Background: an optimization exercise with open tools, aiming at small area and a short achievable clock period. Do not read the settings as production practice.
At most, simulation tests tie the RTL to the original design; equivalence was not proved.
Power is estimated from default activity; no workload was simulated.

## run A
// soccer_overlay
module soccer_overlay #(
    parameter int H_ACTIVE = 1920,
    parameter int V_ACTIVE = 1080
) (
    input  logic             clk_i,
    input  logic             rst_i,
    input  logic             cen_i,
    input  logic             vid_sel_i,
    input  soccer_pkg::rgb_t vid_rgb_i,
    input  logic [1:0]       vh_blank_i,
    input  logic [2:0]       dvh_sync_i,
    output logic [2:0]       dvh_sync_o,
    output soccer_pkg::rgb_t vid_rgb_o
);
Size in the first run: about 77 flip-flops, roughly 0.0052 mm2 of cells after synthesis.
==> flow/config.mk <==
export PLATFORM = sky130hd
export DESIGN_NAME = soccer_overlay
export DESIGN_NICKNAME = soccer_overlay
export VERILOG_FILES = /design/flow/design.v
export SDC_FILE = /design/flow/constraint.sdc
export NUM_CORES = 4
export LEC_CHECK = 0
export CAP_MARGIN = 20
export CORE_MARGIN = 2
export CORE_UTILIZATION = 65
export CTS_BUF_LIST = sky130_fd_sc_hd__clkbuf_8
export SLEW_MARGIN = 20
==> flow/constraint.sdc <==
create_clock -name core_clock -period 13.0 [get_ports {clk_i}]
set_input_delay 2.6000 -clock core_clock [delete_from_list [all_inputs] [get_ports {clk_i}]]
set_output_delay 2.6000 -clock core_clock [all_outputs]
set_load 0.01 [all_outputs]
standard.sh (not shown) runs the stock make flow with config.mk's settings and CLKGATE_MAP_FILE= SYNTH_SCRIPT=/design/flow/synth_recipe.tcl, a recipe that flattens the netlist after the stock synthesis.
==> flow/flow/run.sh <==
#!/bin/bash
# The standard synthesis and layout, with three changes to how the layout
# is made: after the floorplan, OpenROAD's restructure re-maps the
# combinational logic for area (registers untouched); the ports get plain
# buffers instead of delay cells; and timing repair aims for 9.8 ns of
# setup slack. Each tool's output goes to a log file here.
set -euo pipefail
export BUFFER_PORTS_ARGS="-buffer_cell sky130_fd_sc_hd__buf_2"
export SETUP_SLACK_MARGIN=9.8
bash standard.sh synth > synth.log 2>&1
bash standard.sh floorplan > floorplan.log 2>&1
python3 flow/libfilter.py $FLOW_HOME/platforms/sky130hd/lib/sky130_fd_sc_hd__tt_025C_1v80.lib \
  rmp_cells.lib 'sky130_fd_sc_hd__lpflow_*' 'sky130_fd_sc_hd__probe*' > libfilter.log 2>&1
openroad -no_init -exit flow/restructure.tcl > restructure.log 2>&1
bash standard.sh > layout.log 2>&1
==> flow/flow/libfilter.py <==
#!/usr/bin/env python3
"""Copy a liberty file without the cells whose names match the given patterns
(the platform's don't-use cells), so that restructure's ABC cannot pick them."""
import fnmatch
import re
import sys

src, dst, pats = sys.argv[1], sys.argv[2], sys.argv[3:]
text = open(src).read()
out = []
pos = 0
for m in re.finditer(r'\n\s*cell\s*\(\s*"?([\w]+)"?\s*\)\s*\{', text):
    if m.start() < pos:
        continue
    name = m.group(1)
    if not any(fnmatch.fnmatch(name, p) for p in pats):
        continue
    # find the matching closing brace of this cell group
    depth = 0
    i = m.end() - 1
    while True:
        c = text[i]
        if c == '{':
            depth += 1
        elif c == '}':
            depth -= 1
            if depth == 0:
                break
        i += 1
    out.append(text[pos:m.start()])
    pos = i + 1
out.append(text[pos:])
open(dst, 'w').write(''.join(out))
==> flow/flow/restructure.tcl <==
# Re-map the floorplan's combinational logic for area with OpenROAD's
# restructure (ABC), then write the floorplan back for placement. ABC maps
# to rmp_cells.lib, the platform library without its don't-use cells.
set res orfs/results/sky130hd/soccer_overlay/base
read_liberty $::env(FLOW_HOME)/platforms/sky130hd/lib/sky130_fd_sc_hd__tt_025C_1v80.lib
read_db $res/2_floorplan.odb
read_sdc $res/2_floorplan.sdc
source $::env(FLOW_HOME)/platforms/sky130hd/setRC.tcl
report_design_area
file mkdir rmp
restructure -target area -liberty_file rmp_cells.lib \
  -tielo_port sky130_fd_sc_hd__conb_1/LO -tiehi_port sky130_fd_sc_hd__conb_1/HI \
  -work_dir rmp -abc_logfile rmp/abc.log
report_design_area
write_db $res/2_floorplan.odb
The final layout from run A, which completed every stage, passed the timing, DRC and antenna checks at the end of the flow.
Inputs modified between run A and run B:
==> flow/flow/run.sh <==
#!/bin/bash
# The standard layout, with plain buffers on the ports (instead of delay
# cells) and timing repair that aims for 9.3 ns of setup slack.
set -euo pipefail
export BUFFER_PORTS_ARGS="-buffer_cell sky130_fd_sc_hd__buf_2"
export SETUP_SLACK_MARGIN=9.3
bash standard.sh synth > synth.log 2>&1
bash standard.sh > layout.log 2>&1
removed: flow/flow/libfilter.py
removed: flow/flow/restructure.tcl
[summary]
NOTE detailed-routing wirelength on met1 run A->run B decreased by a little under 10%. Run B: PASS, flow complete, no timing, DRC or antenna violations. Largest net degree at the start of global routing for run B is higher than for run A. Relative to run A, footprint of the flip-flops and latches decreased by about 3% in run B. Run B vs. run A: hold slack went down 19 ps, share of total power in the clock network went up 2.3 points, switching share of total power went down 0.65 points, total global routing track utilization went down 3.7 points.
> inputs changed (run B -> run C)
==> flow/flow/run.sh <==
#!/bin/bash
# The standard synthesis and layout, with three changes to how the layout
# is made: after the floorplan, OpenROAD's restructure re-maps the
# combinational logic for area (registers untouched); the ports get plain
# buffers instead of delay cells; and timing repair aims for 9.3 ns of
# setup slack. Each tool's output goes to a log file here.
set -euo pipefail
export BUFFER_PORTS_ARGS="-buffer_cell sky130_fd_sc_hd__buf_2"
export SETUP_SLACK_MARGIN=9.3
bash standard.sh synth > synth.log 2>&1
bash standard.sh floorplan > floorplan.log 2>&1
openroad -no_init -exit flow/restructure.tcl > restructure.log 2>&1
bash standard.sh > layout.log 2>&1
==> flow/flow/restructure.tcl (new file) <==
# Re-map the floorplan's combinational logic for area with OpenROAD's
# restructure (ABC), then write the floorplan back for placement.
set res orfs/results/sky130hd/soccer_overlay/base
set lib $::env(FLOW_HOME)/platforms/sky130hd/lib/sky130_fd_sc_hd__tt_025C_1v80.lib
read_liberty $lib
read_db $res/2_floorplan.odb
read_sdc $res/2_floorplan.sdc
source $::env(FLOW_HOME)/platforms/sky130hd/setRC.tcl
set_dont_use [list sky130_fd_sc_hd__probe_p_8 sky130_fd_sc_hd__probec_p_8 sky130_fd_sc_hd__lpflow_*]
report_design_area
file mkdir rmp
restructure -target area -liberty_file $lib \
  -tielo_port sky130_fd_sc_hd__conb_1/LO -tiehi_port sky130_fd_sc_hd__conb_1/HI \
  -work_dir rmp -abc_logfile rmp/abc.log
report_design_area
write_db $res/2_floorplan.odb
--- outcome ---
Relative to run B, the number of gates given a new drive strength after cts of run C is higher by 24. [compare] base=run B new=run C: wire length of the first global-routing pass decreased about 0.6%, internal power contribution rose by about 8%, final cell count went down, data required time at the worst endpoint shows no meaningful change. Run B -> run C: aggregate global routing overflow delta 0, exact match. Lower growth of design area from synthesis to finish was reported by run C, not run B. The time the worst path needs with I/O delays and setup of run C was inferior to that of run B. The setup slack of run C is smaller than that of run B. Between run B and run C, the fraction of met2 tracks used by global routing is higher for run B.

---

Another version of the RTL of soccer_overlay (not shown whole).
Size in the first run: about 680 cells after synthesis, about 79 flip-flops, ~60 I/O pins.
Settings: LEC_CHECK=0, CAP_MARGIN=20, CORE_MARGIN=2, CORE_UTILIZATION=65, CTS_BUF_LIST=sky130_fd_sc_hd__clkbuf_8, SLEW_MARGIN=20; clock period 13.0 ns.
==> flow/flow/run.sh <==
#!/bin/bash
# The standard synthesis and layout, with three changes to how the layout
# is made: after the floorplan, OpenROAD's restructure re-maps the
# combinational logic for area (registers untouched); the ports get plain
# buffers instead of delay cells; and timing repair aims for 9.45 ns of
# setup slack. Each tool's output goes to a log file here.
set -euo pipefail
export BUFFER_PORTS_ARGS="-buffer_cell sky130_fd_sc_hd__buf_2"
export SETUP_SLACK_MARGIN=9.45
bash standard.sh synth > synth.log 2>&1
bash standard.sh floorplan > floorplan.log 2>&1
python3 flow/libfilter.py $FLOW_HOME/platforms/sky130hd/lib/sky130_fd_sc_hd__tt_025C_1v80.lib \
  rmp_cells.lib 'sky130_fd_sc_hd__lpflow_*' 'sky130_fd_sc_hd__probe*' > libfilter.log 2>&1
openroad -no_init -exit flow/restructure.tcl > restructure.log 2>&1
bash standard.sh > layout.log 2>&1
==> flow/flow/restructure.tcl <==
# Re-map the floorplan's combinational logic for area with OpenROAD's
# restructure (ABC), then write the floorplan back for placement. ABC maps
# to rmp_cells.lib, the platform library without its don't-use cells.
set res orfs/results/sky130hd/soccer_overlay/base
read_liberty $::env(FLOW_HOME)/platforms/sky130hd/lib/sky130_fd_sc_hd__tt_025C_1v80.lib
read_db $res/2_floorplan.odb
read_sdc $res/2_floorplan.sdc
source $::env(FLOW_HOME)/platforms/sky130hd/setRC.tcl
report_design_area
file mkdir rmp
restructure -target area -liberty_file rmp_cells.lib \
  -tielo_port sky130_fd_sc_hd__conb_1/LO -tiehi_port sky130_fd_sc_hd__conb_1/HI \
  -work_dir rmp -abc_logfile rmp/abc.log
# size up the remapped logic on paths short of the repair target
repair_timing -setup -setup_margin 9.45 -sequence "unbuffer,sizeup,swap" -verbose
report_design_area
write_db $res/2_floorplan.odb
Other scripts of this flow, unchanged in this note and not shown: flow/flow/libfilter.py
The first run finished clean.
Next try:
--- a/flow/flow/restructure.tcl
+++ b/flow/flow/restructure.tcl
@@ -14,2 +13,0 @@
-# size up the remapped logic on paths short of the repair target
-repair_timing -setup -setup_margin 9.45 -sequence "unbuffer,sizeup,swap" -verbose
After rerunning: The new run finished clean; clock power decreases by 9.4%; synthesized cell count is unchanged; routed wire length came out lower by 2.2%.
Next try:
--- a/flow/flow/run.sh
+++ b/flow/flow/run.sh
@@ -5 +5 @@
-# buffers instead of delay cells; and timing repair aims for 9.45 ns of
+# buffers instead of delay cells; and timing repair aims for 9.3 ns of
@@ -9 +9 @@
-export SETUP_SLACK_MARGIN=9.45
+export SETUP_SLACK_MARGIN=9.3
The new run went through all stages and came out clean.
Register-to-register slack gets worse by 0.06 ns.
Setup slack gets worse by 0.059 ns.
Clock-buffer cell count does not change.
Final cell count drops slightly.
Routed wire length drops by a few percent.
Final area drops by a few percent.
Via count drops slightly.
Sequential share of layout area climbs by 0.80 points.
Clock power is about the same.
Function was not checked in any run of this note: the RTL went through the layout flow alone.

==> re-timing with driven ports <==
How much do the figures lean on ideal ports? The routed layouts below were timed once more, with nothing changed but the port constraints. Step 1 assumes that a clkbuf_16 drives the clock port and a buf_2 every other input. Step 2, shift: input delay + t, output delay - t, t = (earliest + latest rising clock arrival at the registers) / 2. This alone moves slack from input paths to output paths. Three values: ideal, step 1, step 2; two values: the first two.
| run | t (ns) | setup slack, ns | worst hold slack (ns) |
|---|---|---|---|
| run A | 0.389 | 9.373 / 9.260 / 8.872 | 0.496 / 0.496 / 0.496 |
| run B | 0.384 | 9.408 / 9.392 / 9.008 | 0.477 / 0.477 / 0.477 |
| run C | 0.380 | 9.273 / 9.254 / 8.874 | 0.475 / 0.475 / 0.475 |
| the first run of note 2 | 0.385 | 9.266 / 9.266 / 9.159 | 0.479 / 0.479 / 0.479 |
| the second run of note 2 | 0.378 | 9.351 / 9.351 / 9.207 | 0.480 / 0.480 / 0.480 |
| the third run of note 2 | 0.378 | 9.291 / 9.291 / 9.099 | 0.479 / 0.479 / 0.479 |
After both steps every run listed still meets setup and hold. For run A, which loses most, drivers alone change the setup slack by -0.113 ns; drivers and shift together by -0.501 ns.
